This is an optimization exercise on Yosys and OpenROAD, whose aim is small area, a short achievable clock period and few clock cycles per item, not a production implementation.
In this exercise RTL edits were held to simulation tests only and were not proved equivalent to the original.
Power is estimated from default activity; no workload was simulated.

==> v34 <==
==> flow/design.v <==
module rf_ao3 (
    input  logic s0, s1, s2,
    input  logic d0, d1, d2,
    output logic y
);
    assign y = ~((s0 & d0) | (s1 & d1) | (s2 & d2));
endmodule
module rf_or12n (
    input  logic [11:0] n,
    output logic        y
);
    assign y = ~(&n[3:0]) | ~(&n[7:4]) | ~(&n[11:8]);
endmodule
module rf_read (
    input  logic [31:1]   sel,
    input  logic [31:1][31:0] words,
    output logic [31:0]   q
);
    logic [32:0] s;
    assign s = {1'b0, sel, 1'b0};
    for (genvar k = 0; k < 32; k++) begin : col
        logic [32:0] d;
        logic [11:0] n;
        assign d[0]  = 1'b0;
        assign d[32] = 1'b0;
        for (genvar i = 1; i < 32; i++) begin : w
            assign d[i] = words[i][k];
        end
        for (genvar g = 0; g < 11; g++) begin : grp
            rf_ao3 u_ao (.s0(s[3*g]), .s1(s[3*g+1]), .s2(s[3*g+2]),
                         .d0(d[3*g]), .d1(d[3*g+1]), .d2(d[3*g+2]), .y(n[g]));
        end
        assign n[11] = 1'b1;
        rf_or12n u_or (.n(n), .y(q[k]));
    end
endmodule
module mips_multicycle_ctrl #(
    parameter int unsigned IMEM_AW     = 8,
    parameter int unsigned DMEM_AW     = 8,
    parameter logic [31:0] RESET_PC    = 32'h0,
    parameter logic [5:0]  HALT_OPCODE = 6'h3F
) (
    input  logic               clk,
    input  logic               reset,
    input  logic               run,
    output logic               imem_req,
    output logic [IMEM_AW-1:0] imem_addr,
    input  logic [31:0]        imem_rdata,
    input  logic               imem_valid,
    output logic               dmem_req,
    output logic               dmem_we,
    output logic [DMEM_AW-1:0] dmem_addr,
    output logic [31:0]        dmem_wdata,
    input  logic [31:0]        dmem_rdata,
    input  logic               dmem_valid,
    output logic [31:0]        pc,
    output logic [31:0]        result,
    output logic               result_valid,
    output logic               halted,
    output logic               err
);
    localparam logic [5:0] OP_RTYPE = 6'h00;
    localparam logic [5:0] OP_J     = 6'h02;
    localparam logic [5:0] OP_BEQ   = 6'h04;
    localparam logic [5:0] OP_BNE   = 6'h05;
    localparam logic [5:0] OP_ADDI  = 6'h08;
    localparam logic [5:0] OP_LW    = 6'h23;
    localparam logic [5:0] OP_SW    = 6'h2B;
    localparam logic [5:0] FN_SLL   = 6'h00;
    localparam logic [5:0] FN_ADD   = 6'h20;
    localparam logic [5:0] FN_SUB   = 6'h22;
    localparam logic [5:0] FN_AND   = 6'h24;
    localparam logic [5:0] FN_OR    = 6'h25;
    localparam logic [5:0] FN_SLT   = 6'h2A;
    logic        running_q, halting_q, halted_q, errp_q, err_q;
    logic        pend_q;                 
    logic [31:2] fpc_q;                  
    logic [31:2] alt_q;                  
    logic        d_valid_q;
    logic        d_halt_q, d_err_q;
    logic        d_wr_q, d_ld_q, d_st_q, d_beq_q, d_bne_q, d_pt_q, d_rfw_q;
    logic        d_imm_op_q, d_sub_q, d_slt_q, d_and_q, d_or_q, d_sll_q;
    logic [4:0]  d_dst_q, d_shamt_q;
    logic [15:0] d_imm_q;
    logic [31:0] a_q, b_q;
    logic        fwa_q, fwb_q;           
    logic        b_alu_q, b_ld_q, b_st_q, b_mem_q, b_rfw_q;
    logic [4:0]  b_dst_q;
    logic [31:0] b_val_q;                
    logic [7:0]  b_addr_q;
    logic        w_valid_q;
    logic [31:0] w_val_q;                
    logic [31:0] regs_q [1:31];
    logic        b_stall, wb_en;
    logic [31:0] wb_val;
    assign b_stall = b_mem_q & ~dmem_valid;
    assign wb_en   = b_alu_q | (b_ld_q & dmem_valid);
    assign wb_val  = b_ld_q ? dmem_rdata : b_val_q;
    logic        lu_stall, halt_wait, e_hold, e_go, redirect, e_halt;
    logic [31:0] a, b, imm_sext, add_b, sum, alu_res;
    logic        slt_bit, eq, take;
    assign lu_stall = d_valid_q & b_ld_q & (fwa_q | fwb_q);
    assign halt_wait = d_valid_q & d_halt_q & ~imem_valid;
    assign e_hold   = b_stall | lu_stall | halt_wait;
    assign e_go     = d_valid_q & ~e_hold;
    assign e_halt   = e_go & d_halt_q;
    always_comb begin
        a        = a_q;
        b        = b_q;
        imm_sext = {{16{d_imm_q[15]}}, d_imm_q};
        add_b    = d_imm_op_q ? imm_sext : (d_sub_q ? ~b : b);
        sum      = a + add_b + {31'd0, d_sub_q};
        slt_bit  = (a[31] != b[31]) ? a[31] : sum[31];
        if (d_and_q)      alu_res = a & b;
        else if (d_or_q)  alu_res = a | b;
        else if (d_slt_q) alu_res = {31'd0, slt_bit};
        else if (d_sll_q) alu_res = b << d_shamt_q;
        else if (d_st_q)  alu_res = b;
        else              alu_res = sum;
        eq   = (a == b);
        take = (d_beq_q && eq) || (d_bne_q && !eq);
    end
    assign redirect = e_go & (d_beq_q | d_bne_q) & (take != d_pt_q);
    logic [31:0] ins;
    logic [5:0]  op, funct;
    logic [4:0]  rs, rt, rd;
    logic        is_r, is_j, is_br, is_addi, is_lw, is_sw, is_halt;
    logic        f_add, f_sub, f_and, f_or, f_slt, f_sll, r_ok, legal, wr, uses_rt;
    logic [4:0]  dst;
    logic [31:1] sel_rs, sel_rt;
    logic [31:0] rs_rf, rt_rf, a_f, b_f;
    logic [31:2] fpc_inc, f_target, f_next, f_alt;
    logic        f_pt, f_accept;
    always_comb begin
        ins     = imem_rdata;
        op      = ins[31:26];
        rs      = ins[25:21];
        rt      = ins[20:16];
        rd      = ins[15:11];
        funct   = ins[5:0];
        is_r    = (op == OP_RTYPE);
        is_j    = (op == OP_J);
        is_br   = (op == OP_BEQ) || (op == OP_BNE);
        is_addi = (op == OP_ADDI);
        is_lw   = (op == OP_LW);
        is_sw   = (op == OP_SW);
        is_halt = (op == HALT_OPCODE);
        f_add   = (funct == FN_ADD);
        f_sub   = (funct == FN_SUB);
        f_and   = (funct == FN_AND);
        f_or    = (funct == FN_OR);
        f_slt   = (funct == FN_SLT);
        f_sll   = (funct == FN_SLL);
        r_ok    = is_r && (f_add || f_sub || f_and || f_or || f_slt || f_sll);
        legal   = r_ok || is_j || is_br || is_addi || is_lw || is_sw;
        wr      = r_ok || is_addi;
        uses_rt = is_r || is_br || is_sw;
        dst     = is_r ? rd : rt;
        for (int i = 1; i < 32; i++) begin
            sel_rs[i] = (rs == 5'(i));
            sel_rt[i] = (rt == 5'(i));
        end
    end
    logic [31:1][31:0] rf_words;
    always_comb for (int i = 1; i < 32; i++) rf_words[i] = regs_q[i];
    rf_read u_rd_rs (.sel(sel_rs), .words(rf_words), .q(rs_rf));
    rf_read u_rd_rt (.sel(sel_rt), .words(rf_words), .q(rt_rf));
    always_comb begin
        a_f   = (b_rfw_q && b_dst_q == rs) ? wb_val : rs_rf;
        b_f   = (b_rfw_q && b_dst_q == rt) ? wb_val : rt_rf;
        fpc_inc  = fpc_q + 30'd1;
        f_target = fpc_inc + {{14{ins[15]}}, ins[15:0]};
        f_pt     = (is_br && ins[15] && !(rs == rt)) || ((op == OP_BEQ) && (rs == rt));
        if (is_j)      f_next = {fpc_inc[31:28], ins[25:0]};
        else if (f_pt) f_next = f_target;
        else           f_next = fpc_inc;
        f_alt = (is_br && !f_pt) ? f_target : fpc_inc;
    end
    assign f_accept = running_q & imem_valid & ~e_hold & ~(d_valid_q & d_halt_q) & ~pend_q;
    always_ff @(posedge clk) begin
        if (reset) begin
            running_q <= 1'b0;
            halting_q <= 1'b0;
            halted_q  <= 1'b0;
            err_q     <= 1'b0;
            fpc_q     <= RESET_PC[31:2];
            pend_q    <= 1'b0;
            d_valid_q <= 1'b0;
            b_alu_q   <= 1'b0;
            b_ld_q    <= 1'b0;
            b_st_q    <= 1'b0;
            b_mem_q   <= 1'b0;
            b_rfw_q   <= 1'b0;
            w_valid_q <= 1'b0;
            w_val_q   <= 32'd0;
        end else begin
            if (!running_q && !halting_q && !halted_q && run) running_q <= 1'b1;
            if (e_halt) begin
                running_q <= 1'b0;
                halting_q <= 1'b1;
            end
            if (halting_q) begin
                halted_q <= 1'b1;
                err_q    <= errp_q;
            end
            if ((redirect || pend_q) && imem_valid) fpc_q <= alt_q;
            else if (f_accept)                      fpc_q <= f_next;
            if (imem_valid)    pend_q <= 1'b0;
            else if (redirect) pend_q <= 1'b1;
            if (!e_hold) d_valid_q <= f_accept & ~redirect;
            if (!b_stall) begin
                b_alu_q <= e_go & ~d_halt_q & d_wr_q;
                b_ld_q  <= e_go & ~d_halt_q & d_ld_q;
                b_st_q  <= e_go & ~d_halt_q & d_st_q;
                b_mem_q <= e_go & ~d_halt_q & (d_ld_q | d_st_q);
                b_rfw_q <= e_go & ~d_halt_q & d_rfw_q;
            end
            w_valid_q <= wb_en;
            if (wb_en) w_val_q <= wb_val;
        end
    end
    always_ff @(posedge clk) begin
        if (e_halt) errp_q <= d_err_q;
        if (f_accept) alt_q <= f_alt;
        if (!e_hold) begin
            d_halt_q   <= is_halt || !legal;
            d_err_q    <= !is_halt;
            d_wr_q     <= wr;
            d_ld_q     <= is_lw;
            d_st_q     <= is_sw;
            d_beq_q    <= (op == OP_BEQ);
            d_bne_q    <= (op == OP_BNE);
            d_pt_q     <= f_pt;
            d_rfw_q    <= (wr || is_lw) && (dst != 5'd0);
            d_imm_op_q <= !is_r;
            d_sub_q    <= is_r && (f_sub || f_slt);
            d_slt_q    <= is_r && f_slt;
            d_and_q    <= is_r && f_and;
            d_or_q     <= is_r && f_or;
            d_sll_q    <= is_r && f_sll;
            d_dst_q    <= dst;
            d_shamt_q  <= ins[10:6];
            d_imm_q    <= ins[15:0];
            a_q        <= (d_valid_q && d_wr_q && d_rfw_q && (d_dst_q == rs)) ? alu_res : a_f;
            b_q        <= (d_valid_q && d_wr_q && d_rfw_q && (d_dst_q == rt)) ? alu_res : b_f;
            fwa_q      <= d_valid_q && d_ld_q && d_rfw_q && (d_dst_q == rs);
            fwb_q      <= d_valid_q && d_ld_q && d_rfw_q && (d_dst_q == rt) && uses_rt;
        end else if (lu_stall && dmem_valid) begin
            if (fwa_q) a_q <= dmem_rdata;
            if (fwb_q) b_q <= dmem_rdata;
            fwa_q <= 1'b0;
            fwb_q <= 1'b0;
        end
        if (!b_stall) begin
            b_dst_q  <= d_dst_q;
            b_addr_q <= sum[9:2];
            b_val_q  <= alu_res;
        end
    end
    logic [31:0] rf_wd;
    logic        rf_we;
    assign rf_we = b_rfw_q & wb_en;
    assign rf_wd = wb_val & {32{~reset}};
    always_ff @(posedge clk) begin
        for (int i = 1; i < 32; i++)
            if (reset || (rf_we && b_dst_q == 5'(i))) regs_q[i] <= rf_wd;
    end
    assign imem_req     = running_q;
    assign imem_addr    = fpc_q[IMEM_AW+1:2];
    assign dmem_req     = b_mem_q;
    assign dmem_we      = b_st_q;
    assign dmem_addr    = b_addr_q;
    assign dmem_wdata   = b_val_q;
    assign pc           = {alt_q, 2'b00};
    assign result       = w_val_q;
    assign result_valid = w_valid_q;
    assign halted       = halted_q;
    assign err          = err_q;
endmodule
==> flow/run.sh <==
#!/bin/bash
# synth_recipe.tcl (not shown) runs the flow's synth.tcl, then flattens the netlist and writes it again
# the make line also repeats each setting of config.mk as NAME=value (left out here)
make -C /OpenROAD-flow-scripts/flow DESIGN_CONFIG=/design/flow/config.mk WORK_HOME=/design/flow/orfs CLKGATE_MAP_FILE= SYNTH_SCRIPT=/design/flow/synth_recipe.tcl finish
==> flow/config.mk <==
export PLATFORM = sky130hd
export DESIGN_NAME = mips_multicycle_ctrl
export DESIGN_NICKNAME = mips_multicycle_ctrl
export VERILOG_FILES = /design/flow/design.v
export SDC_FILE = /design/flow/constraint.sdc
export NUM_CORES = 4
export LEC_CHECK = 0
export CAP_MARGIN = 20
export CORE_MARGIN = 2
export CORE_UTILIZATION = 55
export CTS_BUF_LIST = sky130_fd_sc_hd__clkbuf_16
export CTS_CLUSTER_DIAMETER = 70
export CTS_CLUSTER_SIZE = 20
export SETUP_SLACK_MARGIN = 4.0
export SLEW_MARGIN = 20
export SYNTH_HIERARCHICAL = 1
==> flow/constraint.sdc <==
create_clock -name core_clock -period 8.0 [get_ports {clk}]
set_input_delay 1.6000 -clock core_clock [delete_from_list [all_inputs] [get_ports {clk}]]
set_output_delay 1.6000 -clock core_clock [all_outputs]
set_load 0.01 [all_outputs]
==> v9: changes against v34 <==
==> flow/design.v, changed modules only <==
module mips_multicycle_ctrl #(
    parameter int unsigned IMEM_AW     = 8,
    parameter int unsigned DMEM_AW     = 8,
    parameter logic [31:0] RESET_PC    = 32'h0,
    parameter logic [5:0]  HALT_OPCODE = 6'h3F
) (
    input  logic               clk,
    input  logic               reset,
    input  logic               run,
    output logic               imem_req,
    output logic [IMEM_AW-1:0] imem_addr,
    input  logic [31:0]        imem_rdata,
    input  logic               imem_valid,
    output logic               dmem_req,
    output logic               dmem_we,
    output logic [DMEM_AW-1:0] dmem_addr,
    output logic [31:0]        dmem_wdata,
    input  logic [31:0]        dmem_rdata,
    input  logic               dmem_valid,
    output logic [31:0]        pc,
    output logic [31:0]        result,
    output logic               result_valid,
    output logic               halted,
    output logic               err
);
    localparam logic [5:0] OP_RTYPE = 6'h00;
    localparam logic [5:0] OP_J     = 6'h02;
    localparam logic [5:0] OP_BEQ   = 6'h04;
    localparam logic [5:0] OP_BNE   = 6'h05;
    localparam logic [5:0] OP_ADDI  = 6'h08;
    localparam logic [5:0] OP_LW    = 6'h23;
    localparam logic [5:0] OP_SW    = 6'h2B;
    localparam logic [5:0] FN_SLL   = 6'h00;
    localparam logic [5:0] FN_ADD   = 6'h20;
    localparam logic [5:0] FN_SUB   = 6'h22;
    localparam logic [5:0] FN_AND   = 6'h24;
    localparam logic [5:0] FN_OR    = 6'h25;
    localparam logic [5:0] FN_SLT   = 6'h2A;
    logic        running_q, halted_q, err_q;
    logic        pend_q;                 
    logic [31:2] fpc_q;                  
    logic [31:2] alt_q;                  
    logic        d_valid_q;
    logic        d_halt_q, d_err_q;
    logic        d_wr_q, d_ld_q, d_st_q, d_beq_q, d_bne_q, d_pt_q, d_rfw_q;
    logic        d_imm_op_q, d_sub_q, d_slt_q, d_and_q, d_or_q, d_sll_q;
    logic [4:0]  d_dst_q, d_shamt_q;
    logic [15:0] d_imm_q;
    logic [31:0] a_q, b_q;
    logic        fwa_q, fwb_q;           
    logic        b_alu_q, b_ld_q, b_st_q, b_rfw_q;
    logic [4:0]  b_dst_q;
    logic [31:0] b_val_q;                
    logic [7:0]  b_addr_q;
    logic [31:0] b_sdata_q;
    logic [31:0] regs_q [1:31];
    logic        b_stall, wb_en;
    logic [31:0] wb_val;
    assign b_stall = (b_ld_q | b_st_q) & ~dmem_valid;
    assign wb_en   = b_alu_q | (b_ld_q & dmem_valid);
    assign wb_val  = b_ld_q ? dmem_rdata : b_val_q;
    logic        lu_stall, halt_wait, e_hold, e_go, redirect, e_halt;
    logic [31:0] a, b, imm_sext, add_b, sum, alu_res;
    logic        slt_bit, eq, take;
    assign lu_stall = d_valid_q & b_ld_q & (fwa_q | fwb_q);
    assign halt_wait = d_valid_q & d_halt_q & ~imem_valid;
    assign e_hold   = b_stall | lu_stall | halt_wait;
    assign e_go     = d_valid_q & ~e_hold;
    assign e_halt   = e_go & d_halt_q;
    always_comb begin
        a        = (fwa_q && b_alu_q) ? b_val_q : a_q;
        b        = (fwb_q && b_alu_q) ? b_val_q : b_q;
        imm_sext = {{16{d_imm_q[15]}}, d_imm_q};
        add_b    = d_imm_op_q ? imm_sext : (d_sub_q ? ~b : b);
        sum      = a + add_b + {31'd0, d_sub_q};
        slt_bit  = (a[31] != b[31]) ? a[31] : sum[31];
        if (d_and_q)      alu_res = a & b;
        else if (d_or_q)  alu_res = a | b;
        else if (d_slt_q) alu_res = {31'd0, slt_bit};
        else if (d_sll_q) alu_res = b << d_shamt_q;
        else              alu_res = sum;
        eq   = (a == b);
        take = (d_beq_q && eq) || (d_bne_q && !eq);
    end
    assign redirect = e_go & (d_beq_q | d_bne_q) & (take != d_pt_q);
    logic [31:0] ins;
    logic [5:0]  op, funct;
    logic [4:0]  rs, rt, rd;
    logic        is_r, is_j, is_br, is_addi, is_lw, is_sw, is_halt;
    logic        f_add, f_sub, f_and, f_or, f_slt, f_sll, r_ok, legal, wr, uses_rt;
    logic [4:0]  dst;
    logic [31:0] rs_rf, rt_rf, a_f, b_f;
    logic [31:2] fpc_inc, f_target, f_next, f_alt;
    logic        f_pt, f_accept;
    always_comb begin
        ins     = imem_rdata;
        op      = ins[31:26];
        rs      = ins[25:21];
        rt      = ins[20:16];
        rd      = ins[15:11];
        funct   = ins[5:0];
        is_r    = (op == OP_RTYPE);
        is_j    = (op == OP_J);
        is_br   = (op == OP_BEQ) || (op == OP_BNE);
        is_addi = (op == OP_ADDI);
        is_lw   = (op == OP_LW);
        is_sw   = (op == OP_SW);
        is_halt = (op == HALT_OPCODE);
        f_add   = (funct == FN_ADD);
        f_sub   = (funct == FN_SUB);
        f_and   = (funct == FN_AND);
        f_or    = (funct == FN_OR);
        f_slt   = (funct == FN_SLT);
        f_sll   = (funct == FN_SLL);
        r_ok    = is_r && (f_add || f_sub || f_and || f_or || f_slt || f_sll);
        legal   = r_ok || is_j || is_br || is_addi || is_lw || is_sw;
        wr      = r_ok || is_addi;
        uses_rt = is_r || is_br || is_sw;
        dst     = is_r ? rd : rt;
        rs_rf = (rs == 5'd0) ? 32'd0 : regs_q[rs];
        rt_rf = (rt == 5'd0) ? 32'd0 : regs_q[rt];
        a_f   = (b_rfw_q && b_dst_q == rs) ? wb_val : rs_rf;
        b_f   = (b_rfw_q && b_dst_q == rt) ? wb_val : rt_rf;
        fpc_inc  = fpc_q + 30'd1;
        f_target = fpc_inc + {{14{ins[15]}}, ins[15:0]};
        f_pt     = (is_br && ins[15] && !(rs == rt)) || ((op == OP_BEQ) && (rs == rt));
        if (is_j)      f_next = {fpc_inc[31:28], ins[25:0]};
        else if (f_pt) f_next = f_target;
        else           f_next = fpc_inc;
        f_alt = (is_br && !f_pt) ? f_target : fpc_inc;
    end
    assign f_accept = running_q & imem_valid & ~e_hold & ~(d_valid_q & d_halt_q) & ~pend_q;
    always_ff @(posedge clk) begin
        if (reset) begin
            running_q <= 1'b0;
            halted_q  <= 1'b0;
            err_q     <= 1'b0;
            fpc_q     <= RESET_PC[31:2];
            pend_q    <= 1'b0;
            d_valid_q <= 1'b0;
            b_alu_q   <= 1'b0;
            b_ld_q    <= 1'b0;
            b_st_q    <= 1'b0;
            b_rfw_q   <= 1'b0;
            b_val_q   <= 32'd0;
        end else begin
            if (!running_q && !halted_q && run) running_q <= 1'b1;
            if (e_halt) begin
                running_q <= 1'b0;
                halted_q  <= 1'b1;
                err_q     <= d_err_q;
            end
            if ((redirect || pend_q) && imem_valid) fpc_q <= alt_q;
            else if (f_accept)                      fpc_q <= f_next;
            if (imem_valid)    pend_q <= 1'b0;
            else if (redirect) pend_q <= 1'b1;
            if (!e_hold) d_valid_q <= f_accept & ~redirect;
            if (!b_stall) begin
                b_alu_q <= e_go & ~d_halt_q & d_wr_q;
                b_ld_q  <= e_go & ~d_halt_q & d_ld_q;
                b_st_q  <= e_go & ~d_halt_q & d_st_q;
                b_rfw_q <= e_go & ~d_halt_q & d_rfw_q;
            end
            if (e_go && d_wr_q)           b_val_q <= alu_res;
            else if (b_ld_q && dmem_valid) b_val_q <= dmem_rdata;
        end
    end
    always_ff @(posedge clk) begin
        if (f_accept) alt_q <= f_alt;
        if (!e_hold) begin
            d_halt_q   <= is_halt || !legal;
            d_err_q    <= !is_halt;
            d_wr_q     <= wr;
            d_ld_q     <= is_lw;
            d_st_q     <= is_sw;
            d_beq_q    <= (op == OP_BEQ);
            d_bne_q    <= (op == OP_BNE);
            d_pt_q     <= f_pt;
            d_rfw_q    <= (wr || is_lw) && (dst != 5'd0);
            d_imm_op_q <= !is_r;
            d_sub_q    <= is_r && (f_sub || f_slt);
            d_slt_q    <= is_r && f_slt;
            d_and_q    <= is_r && f_and;
            d_or_q     <= is_r && f_or;
            d_sll_q    <= is_r && f_sll;
            d_dst_q    <= dst;
            d_shamt_q  <= ins[10:6];
            d_imm_q    <= ins[15:0];
            a_q        <= a_f;
            b_q        <= b_f;
            fwa_q      <= d_valid_q && d_rfw_q && (d_dst_q == rs);
            fwb_q      <= d_valid_q && d_rfw_q && (d_dst_q == rt) && uses_rt;
        end else if (lu_stall && dmem_valid) begin
            if (fwa_q) a_q <= dmem_rdata;
            if (fwb_q) b_q <= dmem_rdata;
            fwa_q <= 1'b0;
            fwb_q <= 1'b0;
        end
        if (!b_stall) begin
            b_dst_q   <= d_dst_q;
            b_addr_q  <= sum[9:2];
            b_sdata_q <= b;
        end
    end
    logic [31:0] rf_wd;
    logic        rf_we;
    assign rf_we = b_rfw_q & wb_en;
    assign rf_wd = wb_val & {32{~reset}};
    always_ff @(posedge clk) begin
        for (int i = 1; i < 32; i++)
            if (reset || (rf_we && b_dst_q == 5'(i))) regs_q[i] <= rf_wd;
    end
    assign imem_req     = running_q;
    assign imem_addr    = fpc_q[IMEM_AW+1:2];
    assign dmem_req     = b_ld_q | b_st_q;
    assign dmem_we      = b_st_q;
    assign dmem_addr    = b_addr_q;
    assign dmem_wdata   = b_sdata_q;
    assign pc           = {alt_q, 2'b00};
    assign result       = wb_val;
    assign result_valid = wb_en;
    assign halted       = halted_q;
    assign err          = err_q;
endmodule
// module rf_ao3 removed
// module rf_or12n removed
// module rf_read removed
Settings changed: CORE_UTILIZATION 55 to 40, CTS_BUF_LIST sky130_fd_sc_hd__clkbuf_16 to default, CTS_CLUSTER_DIAMETER 70 to default, CTS_CLUSTER_SIZE 20 to default, SYNTH_HIERARCHICAL 1 to default.
==> v8: changes against v34 <==
--- a/flow/design.v
+++ b/flow/design.v
@@ -84,6 +84,8 @@
     logic [15:0] d_imm_q;
     logic [31:0] a_q, b_q;
     logic        fwa_q, fwb_q;           
+    logic [3:0]  d_idx_q;                
+    logic [15:0] bht_q;
     logic        b_alu_q, b_ld_q, b_st_q, b_mem_q, b_rfw_q;
     logic [4:0]  b_dst_q;
     logic [31:0] b_val_q;                
@@ -170,7 +172,8 @@
         b_f   = (b_rfw_q && b_dst_q == rt) ? wb_val : rt_rf;
         fpc_inc  = fpc_q + 30'd1;
         f_target = fpc_inc + {{14{ins[15]}}, ins[15:0]};
-        f_pt     = (is_br && ins[15] && !(rs == rt)) || ((op == OP_BEQ) && (rs == rt));
+        f_pt     = (is_br && !(rs == rt) && (ins[15] || bht_q[fpc_q[5:2]])) ||
+                   ((op == OP_BEQ) && (rs == rt));
         if (is_j)      f_next = {fpc_inc[31:28], ins[25:0]};
         else if (f_pt) f_next = f_target;
         else           f_next = fpc_inc;
@@ -193,6 +196,7 @@
             b_rfw_q   <= 1'b0;
             w_valid_q <= 1'b0;
             w_val_q   <= 32'd0;
+            bht_q     <= 16'd0;
         end else begin
             if (!running_q && !halting_q && !halted_q && run) running_q <= 1'b1;
             if (e_halt) begin
@@ -217,6 +221,7 @@
             end
             w_valid_q <= wb_en;
             if (wb_en) w_val_q <= wb_val;
+            if (e_go && (d_beq_q || d_bne_q) && !d_imm_q[15]) bht_q[d_idx_q] <= take;
         end
     end
     always_ff @(posedge clk) begin
@@ -241,6 +246,7 @@
             d_dst_q    <= dst;
             d_shamt_q  <= ins[10:6];
             d_imm_q    <= ins[15:0];
+            d_idx_q    <= fpc_q[5:2];
             a_q        <= (d_valid_q && d_wr_q && d_rfw_q && (d_dst_q == rs)) ? alu_res : a_f;
             b_q        <= (d_valid_q && d_wr_q && d_rfw_q && (d_dst_q == rt)) ? alu_res : b_f;
             fwa_q      <= d_valid_q && d_ld_q && d_rfw_q && (d_dst_q == rs);
Settings changed: CORE_UTILIZATION 55 to 68, CTS_CLUSTER_DIAMETER 70 to 80, CTS_CLUSTER_SIZE 20 to 25.
==> v13: changes against v34 <==
--- a/flow/design.v
+++ b/flow/design.v
@@ -84,6 +84,8 @@
     logic [15:0] d_imm_q;
     logic [31:0] a_q, b_q;
     logic        fwa_q, fwb_q;           
+    logic [3:0]  d_idx_q;                
+    logic [15:0] bht_q;
     logic        b_alu_q, b_ld_q, b_st_q, b_mem_q, b_rfw_q;
     logic [4:0]  b_dst_q;
     logic [31:0] b_val_q;                
@@ -170,7 +172,8 @@
         b_f   = (b_rfw_q && b_dst_q == rt) ? wb_val : rt_rf;
         fpc_inc  = fpc_q + 30'd1;
         f_target = fpc_inc + {{14{ins[15]}}, ins[15:0]};
-        f_pt     = (is_br && ins[15] && !(rs == rt)) || ((op == OP_BEQ) && (rs == rt));
+        f_pt     = (is_br && !(rs == rt) && (ins[15] || bht_q[fpc_q[5:2]])) ||
+                   ((op == OP_BEQ) && (rs == rt));
         if (is_j)      f_next = {fpc_inc[31:28], ins[25:0]};
         else if (f_pt) f_next = f_target;
         else           f_next = fpc_inc;
@@ -193,6 +196,7 @@
             b_rfw_q   <= 1'b0;
             w_valid_q <= 1'b0;
             w_val_q   <= 32'd0;
+            bht_q     <= 16'd0;
         end else begin
             if (!running_q && !halting_q && !halted_q && run) running_q <= 1'b1;
             if (e_halt) begin
@@ -217,6 +221,7 @@
             end
             w_valid_q <= wb_en;
             if (wb_en) w_val_q <= wb_val;
+            if (e_go && (d_beq_q || d_bne_q) && !d_imm_q[15]) bht_q[d_idx_q] <= take;
         end
     end
     always_ff @(posedge clk) begin
@@ -241,6 +246,7 @@
             d_dst_q    <= dst;
             d_shamt_q  <= ins[10:6];
             d_imm_q    <= ins[15:0];
+            d_idx_q    <= fpc_q[5:2];
             a_q        <= (d_valid_q && d_wr_q && d_rfw_q && (d_dst_q == rs)) ? alu_res : a_f;
             b_q        <= (d_valid_q && d_wr_q && d_rfw_q && (d_dst_q == rt)) ? alu_res : b_f;
             fwa_q      <= d_valid_q && d_ld_q && d_rfw_q && (d_dst_q == rs);
Settings changed: CORE_UTILIZATION 55 to 60, CTS_CLUSTER_DIAMETER 70 to 80, CTS_CLUSTER_SIZE 20 to 25.
==> run notes <==
metric	v9	v13	v34	v8
Clock period minus final worst setup slack	4.12 ns	4.10 ns	4.12 ns	4.11 ns
Post-synthesis cell count	4,857	4,542	4,461	4,542
Number of multi-input combinational cells	3,110	3,295	3,233	3,295
Max FO, Critical Path	27	32	11	16
Insertion delay to the later sink of the worst-skew pair	0.81 ns	0.75 ns	0.72 ns	0.76 ns
Total clock sinks	1,240	1,264	1,244	1,264
Row count	143	116	120	109
Clock network share of area	5.75%	2.63%	3.80%	2.54%
Fraction of the mapped netlist area in compound gates	20.9%	19.1%	19.6%	19.1%
Routability cong.	0.993	0.993	0.988	1.06
Ratio of final minimum period to clock period	51.5%	51.2%	51.5%	51.4%
R2R depth	17	16	16	14
Antenna cells	14	12	12	4
Status	complete, no violations	complete, no violations	complete, no violations	complete, no violations
Comb group	2.54 mW	3.11 mW	3.14 mW	3.07 mW
Antenna violations before repair	17	19	23	16
Testbench counts of v34, summed over its fixed seeds: cycles 58,673, instrs 54,487.
Testbench counts of v9, summed over its fixed seeds: cycles 58,545, instrs 54,487.
Testbench counts of v8, summed over its fixed seeds: cycles 57,186, instrs 54,487.
Testbench counts of v13, summed over its fixed seeds: cycles 57,186, instrs 54,487.

## afterwards: timing with drivers on the ports
The results above use ideal ports. As a check the final layouts listed here were re-extracted and re-timed, cells and wires unchanged. Step 1, drivers: a clkbuf_16 drives clk and a buf_2 each remaining input, both assumed. Step 2 moves the port delays by t, midway between the first and last clock arrival at a register: inputs arrive t later, outputs are due t later. That takes back most of the time a late clock gives input paths. a / b / c = ideal ports / drivers / drivers and shift; a / b = the first two.
| run | shift t [ns] | setup WS [ns] | worst setup path at the end | latest minus earliest clock arrival (ns) | cell pins on the clock port's net |
|---|---|---|---|---|---|
| v34 | 0.770 | 3.878 / 3.915 / 3.145 | input to register | 0.054 / 0.055 | 1 |
| v9 | 0.874 | 3.879 / 3.913 / 3.063 | input to register | 0.040 / 0.040 | 1 |
| v8 | 0.793 | 3.889 / 3.889 / 3.155 | input to register | 0.086 / 0.086 | 1 |
| v13 | 0.797 | 3.904 / 3.954 / 3.156 | input to register | 0.059 / 0.059 | 1 |
After both steps setup and hold are still met in every run listed. For v9, which loses most, drivers alone change the setup slack by +0.034 ns; drivers and shift together by -0.816 ns.
